Source: an optimization exercise on an open RTL-to-GDS flow (aim: small area and a short achievable clock period). Production flows keep margins and buffers that such runs may drop.
Only simulation tests tie the RTL to the original design; equivalence was not proved.
Power and IR drop assume default switching activity.

==> module approx_err_monitor, before the edit <==
module approx_err_monitor
#(
  parameter int WINDOW = 1024,
  parameter int CNT_W  = 32,
  parameter int SUM_W  = 80
) (
  input  logic              clk,
  input  logic              rst_n,
  input  logic              start,
  input  logic              in_valid,
  output logic              in_ready,
  input  logic [approx_err_pkg::OP_W-1:0]   a,
  input  logic [approx_err_pkg::OP_W-1:0]   b,
  input  logic [approx_err_pkg::PROD_W-1:0] approx_y,
  output logic              busy,
  output logic              rpt_valid,
  input  logic              rpt_ready,
  output logic [CNT_W-1:0]  err_count,
  output logic [SUM_W-1:0]  err_sum,
  output logic [approx_err_pkg::PROD_W-1:0] err_max,
  output logic [approx_err_pkg::OP_W-1:0]   err_max_a,
  output logic [approx_err_pkg::OP_W-1:0]   err_max_b,
  output logic [CNT_W-1:0]  sample_count
);
  localparam int IDX_W = 10;   
  localparam int HI_W  = IDX_W;
  localparam int FLUSH = 7;
  logic             acc_q;       
  logic             busy_q;
  logic             rv_q;        
  logic             clr_q;       
  logic             v0, v1, v2;  
  logic [FLUSH-1:0] fin;         
  logic [IDX_W-1:0] cnt;         
  logic             fire, last;
  assign in_ready  = acc_q;
  assign busy      = busy_q;
  assign rpt_valid = rv_q;
  assign fire      = in_valid & acc_q;
  assign last      = fire & (cnt == IDX_W'(WINDOW - 1));
  always_ff @(posedge clk) begin
    if (!rst_n) begin
      acc_q  <= 1'b0;
      busy_q <= 1'b0;
      rv_q   <= 1'b0;
      clr_q  <= 1'b0;
      v0     <= 1'b0;
      v1     <= 1'b0;
      v2     <= 1'b0;
      fin    <= '0;
    end else begin
      clr_q <= ~busy_q & start;
      v0    <= fire;
      v1    <= v0;
      v2    <= v1;
      fin   <= {fin[FLUSH-2:0], last};
      if (~busy_q & start) begin
        acc_q  <= 1'b1;
        busy_q <= 1'b1;
      end
      if (last) acc_q <= 1'b0;
      if (fin[FLUSH-1]) rv_q <= 1'b1;
      if (rv_q & rpt_ready) begin
        rv_q   <= 1'b0;
        busy_q <= 1'b0;
      end
    end
  end
  always_ff @(posedge clk) begin
    if (!acc_q) cnt <= '0;
    else if (in_valid) cnt <= cnt + 1'b1;
  end
  logic [31:0] a0, b0;
  logic [63:0] y0;
  always_ff @(posedge clk) begin
    a0 <= a;
    b0 <= b;
    y0 <= approx_y;
  end
  logic [approx_err_pkg::HEAP_W-1:0] h0, h1;
  logic [31:0] a1, b1;
  approx_err_mul_a u_mul_a (.a(a0), .b(b0), .y(y0), .h(h0));
  always_ff @(posedge clk) begin
    h1 <= h0;
    a1 <= a0;
    b1 <= b0;
  end
  logic [64:0] ps, pc, t1, t2;
  logic [31:0] a2, b2;
  logic        t_co;
  approx_err_mul_b u_mul_b (.h(h1), .s(ps), .c(pc));
  approx_err_add #(.N(65), .L(7)) u_cpa (.x(ps), .y(pc), .ci(1'b0), .s(t1), .co(t_co));
  always_ff @(posedge clk) begin
    t2 <= t1;
    a2 <= a1;
    b2 <= b1;
  end
  logic [IDX_W:0] ec;
  logic [63:0]    mx;
  logic [31:0]    ma, mb;
  logic        neg, nz, gt;
  logic [63:0] x, d, inc, nmx;
  assign neg = t2[64];
  assign x   = t2[63:0] ^ {64{neg}};
  assign inc = ~t2[63:0] + 64'd1;
  assign d   = neg ? inc : t2[63:0];
  assign nz  = |t2;
  assign nmx = ~mx;
  approx_err_add #(.N(64), .L(6)) u_cmp (.x(x), .y(nmx), .ci(neg), .s(), .co(gt));
  logic [63:0]    lo;       
  logic [3:1]     cy;       
  logic           cy_hi;    
  logic [HI_W-1:0] hi;
  logic [63:0]    xv;
  logic [63:0]    lo_n;
  logic [3:0]     co;
  assign xv = v2 ? x : 64'd0;
  approx_err_add #(.N(16), .L(4)) u_ch0 (.x(lo[15:0]),  .y(xv[15:0]),  .ci(v2 & neg), .s(lo_n[15:0]),  .co(co[0]));
  approx_err_add #(.N(16), .L(4)) u_ch1 (.x(lo[31:16]), .y(xv[31:16]), .ci(cy[1]),    .s(lo_n[31:16]), .co(co[1]));
  approx_err_add #(.N(16), .L(4)) u_ch2 (.x(lo[47:32]), .y(xv[47:32]), .ci(cy[2]),    .s(lo_n[47:32]), .co(co[2]));
  approx_err_add #(.N(16), .L(4)) u_ch3 (.x(lo[63:48]), .y(xv[63:48]), .ci(cy[3]),    .s(lo_n[63:48]), .co(co[3]));
  always_ff @(posedge clk) begin
    if (clr_q) begin
      ec    <= '0;
      mx    <= '0;
      ma    <= '0;
      mb    <= '0;
      lo    <= '0;
      cy    <= '0;
      cy_hi <= 1'b0;
      hi    <= '0;
    end else begin
      lo    <= lo_n;
      cy    <= co[2:0];
      cy_hi <= co[3];
      hi    <= hi + HI_W'(cy_hi);
      if (v2) begin
        ec <= ec + (IDX_W+1)'(nz);
        if (gt) begin
          mx <= d;
          ma <= a2;
          mb <= b2;
        end
      end
    end
  end
  assign err_count    = CNT_W'(ec);
  assign err_sum      = SUM_W'({hi, lo});
  assign err_max      = mx;
  assign err_max_a    = ma;
  assign err_max_b    = mb;
  assign sample_count = CNT_W'(WINDOW);
endmodule
==> flow/config.mk <==
export PLATFORM = sky130hd
export DESIGN_NAME = approx_err_monitor
export DESIGN_NICKNAME = approx_err_monitor
export VERILOG_FILES = /design/flow/design.v
export SDC_FILE = /design/flow/constraint.sdc
export NUM_CORES = 4
export LEC_CHECK = 0
export CAP_MARGIN = 20
export CORE_MARGIN = 2
export CORE_UTILIZATION = 40
export SLEW_MARGIN = 20
==> flow/constraint.sdc <==
create_clock -name core_clock -period 10.0 [get_ports {clk}]
set_input_delay 2.0000 -clock core_clock [delete_from_list [all_inputs] [get_ports {clk}]]
set_output_delay 2.0000 -clock core_clock [all_outputs]
set_load 0.01 [all_outputs]
standard.sh (not shown) runs the stock make flow with config.mk's settings and CLKGATE_MAP_FILE= SYNTH_SCRIPT=/design/flow/synth_recipe.tcl, a recipe that flattens the netlist after the stock synthesis.
==> flow/flow/run.sh <==
#!/bin/bash
# The standard layout (standard.sh), with the resizer's setup repair aiming for a margin of
# 6.2 ns below the 10 ns clock period instead of 0, so that it sizes and buffers the datapath
# for a period of about 3.8 ns. The make log goes to standard_flow.log; each ORFS step keeps its
# own log under orfs/logs/.
set -euo pipefail
bash standard.sh SETUP_SLACK_MARGIN=6.2 TNS_END_PERCENT=100 finish > standard_flow.log 2>&1
Edit:
--- a/flow/design.v
+++ b/flow/design.v
@@ -2380,12 +2380,17 @@
   assign neg = t2[64];
   assign x   = t2[63:0] ^ {64{neg}};
   assign inc = ~t2[63:0] + 64'd1;
   assign d   = neg ? inc : t2[63:0];
   assign nz  = |t2;
+  logic [63:0] nt;
+  logic        gt_p, gt_n;
   assign nmx = ~mx;
-  approx_err_add #(.N(64), .L(6)) u_cmp (.x(x), .y(nmx), .ci(neg), .s(), .co(gt));
+  assign nt  = ~t2[63:0];
+  approx_err_add #(.N(64), .L(6)) u_cmp_p (.x(t2[63:0]), .y(nmx), .ci(1'b0), .s(), .co(gt_p));
+  approx_err_add #(.N(64), .L(6)) u_cmp_n (.x(nt),       .y(nmx), .ci(1'b1), .s(), .co(gt_n));
+  assign gt = neg ? gt_n : gt_p;
   logic [63:0]    lo;       
   logic [3:1]     cy;       
   logic           cy_hi;    
   logic [HI_W-1:0] hi;
   logic [63:0]    xv;
The new run completed without violations.
Maximum frequency is lower by 5.6%.
Sequential power is about the same.
Utilization is lower by 0.23 points.
Total power is lower by 3.2%.
Non-clock buffer count is higher by 25.
Synthesized cell count is higher by 5.6%.

---

Setup of alpha:
approx_err_monitor, a different RTL version from the one above (not shown whole).
Size: about 5600 cells after synthesis, ~410 I/O pins, roughly 56000 um^2 of cells after synthesis.
==> module approx_err_monitor, before the edit <==
module approx_err_monitor
#(
  parameter int WINDOW = 1024,
  parameter int CNT_W  = 32,
  parameter int SUM_W  = 80
) (
  input  logic              clk,
  input  logic              rst_n,
  input  logic              start,
  input  logic              in_valid,
  output logic              in_ready,
  input  logic [approx_err_pkg::OP_W-1:0]   a,
  input  logic [approx_err_pkg::OP_W-1:0]   b,
  input  logic [approx_err_pkg::PROD_W-1:0] approx_y,
  output logic              busy,
  output logic              rpt_valid,
  input  logic              rpt_ready,
  output logic [CNT_W-1:0]  err_count,
  output logic [SUM_W-1:0]  err_sum,
  output logic [approx_err_pkg::PROD_W-1:0] err_max,
  output logic [approx_err_pkg::OP_W-1:0]   err_max_a,
  output logic [approx_err_pkg::OP_W-1:0]   err_max_b,
  output logic [CNT_W-1:0]  sample_count
);
  localparam int IDX_W = 10;   
  localparam int HI_W  = IDX_W;
  localparam int FLUSH = 8;
  logic             acc_q;       
  logic             rdy_q;       
  logic             busy_q;
  logic             rv_q;        
  logic             clr_q;       
  logic             v0, v1, v2, v3;  
  logic [FLUSH-1:0] fin;         
  logic [IDX_W-1:0] cnt;         
  logic             fire, last;
  assign in_ready  = rdy_q;
  assign busy      = busy_q;
  assign rpt_valid = rv_q;
  assign fire      = in_valid & acc_q;
  assign last      = fire & (cnt == IDX_W'(WINDOW - 1));
  always_ff @(posedge clk) begin
    if (!rst_n) begin
      acc_q  <= 1'b0;
      rdy_q  <= 1'b0;
      busy_q <= 1'b0;
      rv_q   <= 1'b0;
      clr_q  <= 1'b0;
      v0     <= 1'b0;
      v1     <= 1'b0;
      v2     <= 1'b0;
      v3     <= 1'b0;
      fin    <= '0;
    end else begin
      clr_q <= ~busy_q & start;
      v0    <= fire;
      v1    <= v0;
      v2    <= v1;
      v3    <= v2;
      fin   <= {fin[FLUSH-2:0], last};
      if (~busy_q & start) begin
        acc_q  <= 1'b1;
        rdy_q  <= 1'b1;
        busy_q <= 1'b1;
      end
      if (last) begin
        acc_q <= 1'b0;
        rdy_q <= 1'b0;
      end
      if (fin[FLUSH-1]) rv_q <= 1'b1;
      if (rv_q & rpt_ready) begin
        rv_q   <= 1'b0;
        busy_q <= 1'b0;
      end
    end
  end
  always_ff @(posedge clk) begin
    if (!acc_q) cnt <= '0;
    else if (in_valid) cnt <= cnt + 1'b1;
  end
  logic [31:0] a0, b0;
  logic [63:0] y0;
  logic [15:0] one, two, sg, one0, two0, sg0;
  approx_err_booth_enc u_enc (.b(b), .one(one), .two(two), .sg(sg));
  always_ff @(posedge clk) begin
    a0   <= a;
    b0   <= b;
    y0   <= approx_y;
    one0 <= one;
    two0 <= two;
    sg0  <= sg;
  end
  logic [approx_err_pkg::HEAP_W-1:0] h0, h1;
  logic [31:0] a1, b1;
  approx_err_mul_a u_mul_a (.a(a0), .one(one0), .two(two0), .sg(sg0), .b31(b0[31]), .y(y0), .h(h0));
  always_ff @(posedge clk) begin
    h1 <= h0;
    a1 <= a0;
    b1 <= b0;
  end
  logic [64:0] ps, pc;
  logic [32:0] lo_t;
  logic [31:0] tl2;
  logic        cl2;
  logic [32:0] sh2, ch2;
  logic [31:0] a2, b2;
  approx_err_mul_b u_mul_b (.h(h1), .s(ps), .c(pc));
  assign lo_t = {1'b0, ps[31:0]} + {1'b0, pc[31:0]};
  always_ff @(posedge clk) begin
    tl2 <= lo_t[31:0];
    cl2 <= lo_t[32];
    sh2 <= ps[64:32];
    ch2 <= pc[64:32];
    a2  <= a1;
    b2  <= b1;
  end
  logic [33:0] hi_t;
  logic [64:0] t;
  logic [63:0] x3;
  logic        neg3;
  logic [31:0] a3, b3;
  assign hi_t = {sh2, 1'b1} + {ch2, cl2};
  assign t    = {hi_t[33:1], tl2};
  always_ff @(posedge clk) begin
    x3   <= t[63:0] ^ {64{t[64]}};
    neg3 <= t[64];
    a3   <= a2;
    b3   <= b2;
  end
  logic [IDX_W:0] ec;
  logic [63:0]    mx;
  logic [31:0]    ma, mb;
  logic           nz, gt;
  logic [63:0]    d;
  assign d  = x3 + {63'd0, neg3};
  assign nz = neg3 | (|x3);
  assign gt = {x3, neg3} > {mx, 1'b0};
  logic [63:0]    lo;       
  logic [3:1]     cy;       
  logic           cy_hi;    
  logic [HI_W-1:0] hi;
  logic [63:0]    xv;
  logic [63:0]    lo_n;
  logic [3:0]     co;
  assign xv = v3 ? x3 : 64'd0;
  approx_err_add #(.N(16), .L(4)) u_ch0 (.x(lo[15:0]),  .y(xv[15:0]),  .ci(v3 & neg3), .s(lo_n[15:0]),  .co(co[0]));
  approx_err_add #(.N(16), .L(4)) u_ch1 (.x(lo[31:16]), .y(xv[31:16]), .ci(cy[1]),    .s(lo_n[31:16]), .co(co[1]));
  approx_err_add #(.N(16), .L(4)) u_ch2 (.x(lo[47:32]), .y(xv[47:32]), .ci(cy[2]),    .s(lo_n[47:32]), .co(co[2]));
  approx_err_add #(.N(16), .L(4)) u_ch3 (.x(lo[63:48]), .y(xv[63:48]), .ci(cy[3]),    .s(lo_n[63:48]), .co(co[3]));
  always_ff @(posedge clk) begin
    if (clr_q) begin
      ec    <= '0;
      mx    <= '0;
      ma    <= '0;
      mb    <= '0;
      lo    <= '0;
      cy    <= '0;
      cy_hi <= 1'b0;
      hi    <= '0;
    end else begin
      lo    <= lo_n;
      cy    <= co[2:0];
      cy_hi <= co[3];
      hi    <= hi + HI_W'(cy_hi);
      if (v3 && nz) ec <= ec + 1'b1;
      if (v3) begin
        if (gt) begin
          mx <= d;
          ma <= a3;
          mb <= b3;
        end
      end
    end
  end
  assign err_count    = CNT_W'(ec);
  assign err_sum      = SUM_W'({hi, lo});
  assign err_max      = mx;
  assign err_max_a    = ma;
  assign err_max_b    = mb;
  assign sample_count = CNT_W'(WINDOW);
endmodule
clock: 10.0 ns
lec_check: 0
cap_margin: 20
core_margin: 2
core_utilization: 40
slew_margin: 20
==> flow/flow/run.sh <==
#!/bin/bash
# The standard layout (standard.sh) with two changes to how it is made:
#  - the resizer's setup repair aims for a margin of 6.5 ns below the 10 ns clock period instead
#    of 0, so that it sizes and buffers the datapath for a period of about 3.5 ns;
#  - every input and output port still gets its own buffer, but a buf_1 instead of the
#    clkdlybuf4s50_1 that buffer_ports picks by default.
# The make log goes to standard_flow.log; each ORFS step keeps its own log under orfs/logs/.
set -euo pipefail
bash standard.sh SETUP_SLACK_MARGIN=6.5 TNS_END_PERCENT=100 \
  "BUFFER_PORTS_ARGS=-buffer_cell sky130_fd_sc_hd__buf_1" finish > standard_flow.log 2>&1
alpha ended with every stage complete and zero timing, DRC or antenna violations.
Changes in beta relative to alpha:
diff --git a/flow/design.v b/flow/design.v
--- a/flow/design.v
+++ b/flow/design.v
@@ -2378,33 +2378,24 @@
   always_ff @(posedge clk) begin
     h1 <= h0;
     a1 <= a0;
     b1 <= b0;
   end
-  logic [64:0] ps, pc;
-  logic [32:0] lo_t;
-  logic [31:0] tl2;
-  logic        cl2;
-  logic [32:0] sh2, ch2;
+  logic [64:0] ps, pc, s2, c2;
   logic [31:0] a2, b2;
   approx_err_mul_b u_mul_b (.h(h1), .s(ps), .c(pc));
-  assign lo_t = {1'b0, ps[31:0]} + {1'b0, pc[31:0]};
   always_ff @(posedge clk) begin
-    tl2 <= lo_t[31:0];
-    cl2 <= lo_t[32];
-    sh2 <= ps[64:32];
-    ch2 <= pc[64:32];
-    a2  <= a1;
-    b2  <= b1;
+    s2 <= ps;
+    c2 <= pc;
+    a2 <= a1;
+    b2 <= b1;
   end
-  logic [33:0] hi_t;
   logic [64:0] t;
   logic [63:0] x3;
   logic        neg3;
   logic [31:0] a3, b3;
-  assign hi_t = {sh2, 1'b1} + {ch2, cl2};
-  assign t    = {hi_t[33:1], tl2};
+  assign t = s2 + c2;
   always_ff @(posedge clk) begin
     x3   <= t[63:0] ^ {64{t[64]}};
     neg3 <= t[64];
     a3   <= a2;
     b3   <= b2;
Findings:
Looking at the reports, beta completed the entire flow and the layout it produced met the timing, DRC and antenna checks. beta: area of the core about 2.7% above alpha. Clock-cell share of area: beta > alpha. According to the power report, total power for beta is higher than for alpha. beta vs. alpha: setup slack of the critical path after layout fell by 11 ps, largest net degree at the start of global routing fell by 2.8%, worst vdd rail ir drop fell by about 32%, clock-buffer cell count rose by about 2.2%, area added between synthesis and finish rose by 1.7 points.

[separate check: timing with driven ports]
In the flow no input, the clock included, has a driving cell. The finished layouts below were timed again as built, in two steps. Step 1: set_driving_cell puts a clkbuf_16 on clk and a buf_2 on each other input, an assumption about the parent block. Step 2 also shifts input and output timing later by t, the mid clock arrival at the registers, as if the neighbouring blocks saw the same clock. Slacks: no drivers / after step 1 / after step 2; pairs: no drivers / after step 1.
run	t (ns)	setup WS [ns]	worst slew at a driven data input, ns
the first run of note 1	0.782	6.093 / 6.093 / 6.093	0.11
the second run of note 1	0.800	5.862 / 5.862 / 5.862	0.07
alpha	0.794	6.564 / 6.508 / 6.564	0.12
beta	0.822	6.553 / 6.472 / 6.537	0.07
After both steps setup and hold are still met in every run listed. For beta, which loses most, drivers alone change the setup slack by -0.081 ns; drivers and shift together by -0.016 ns.
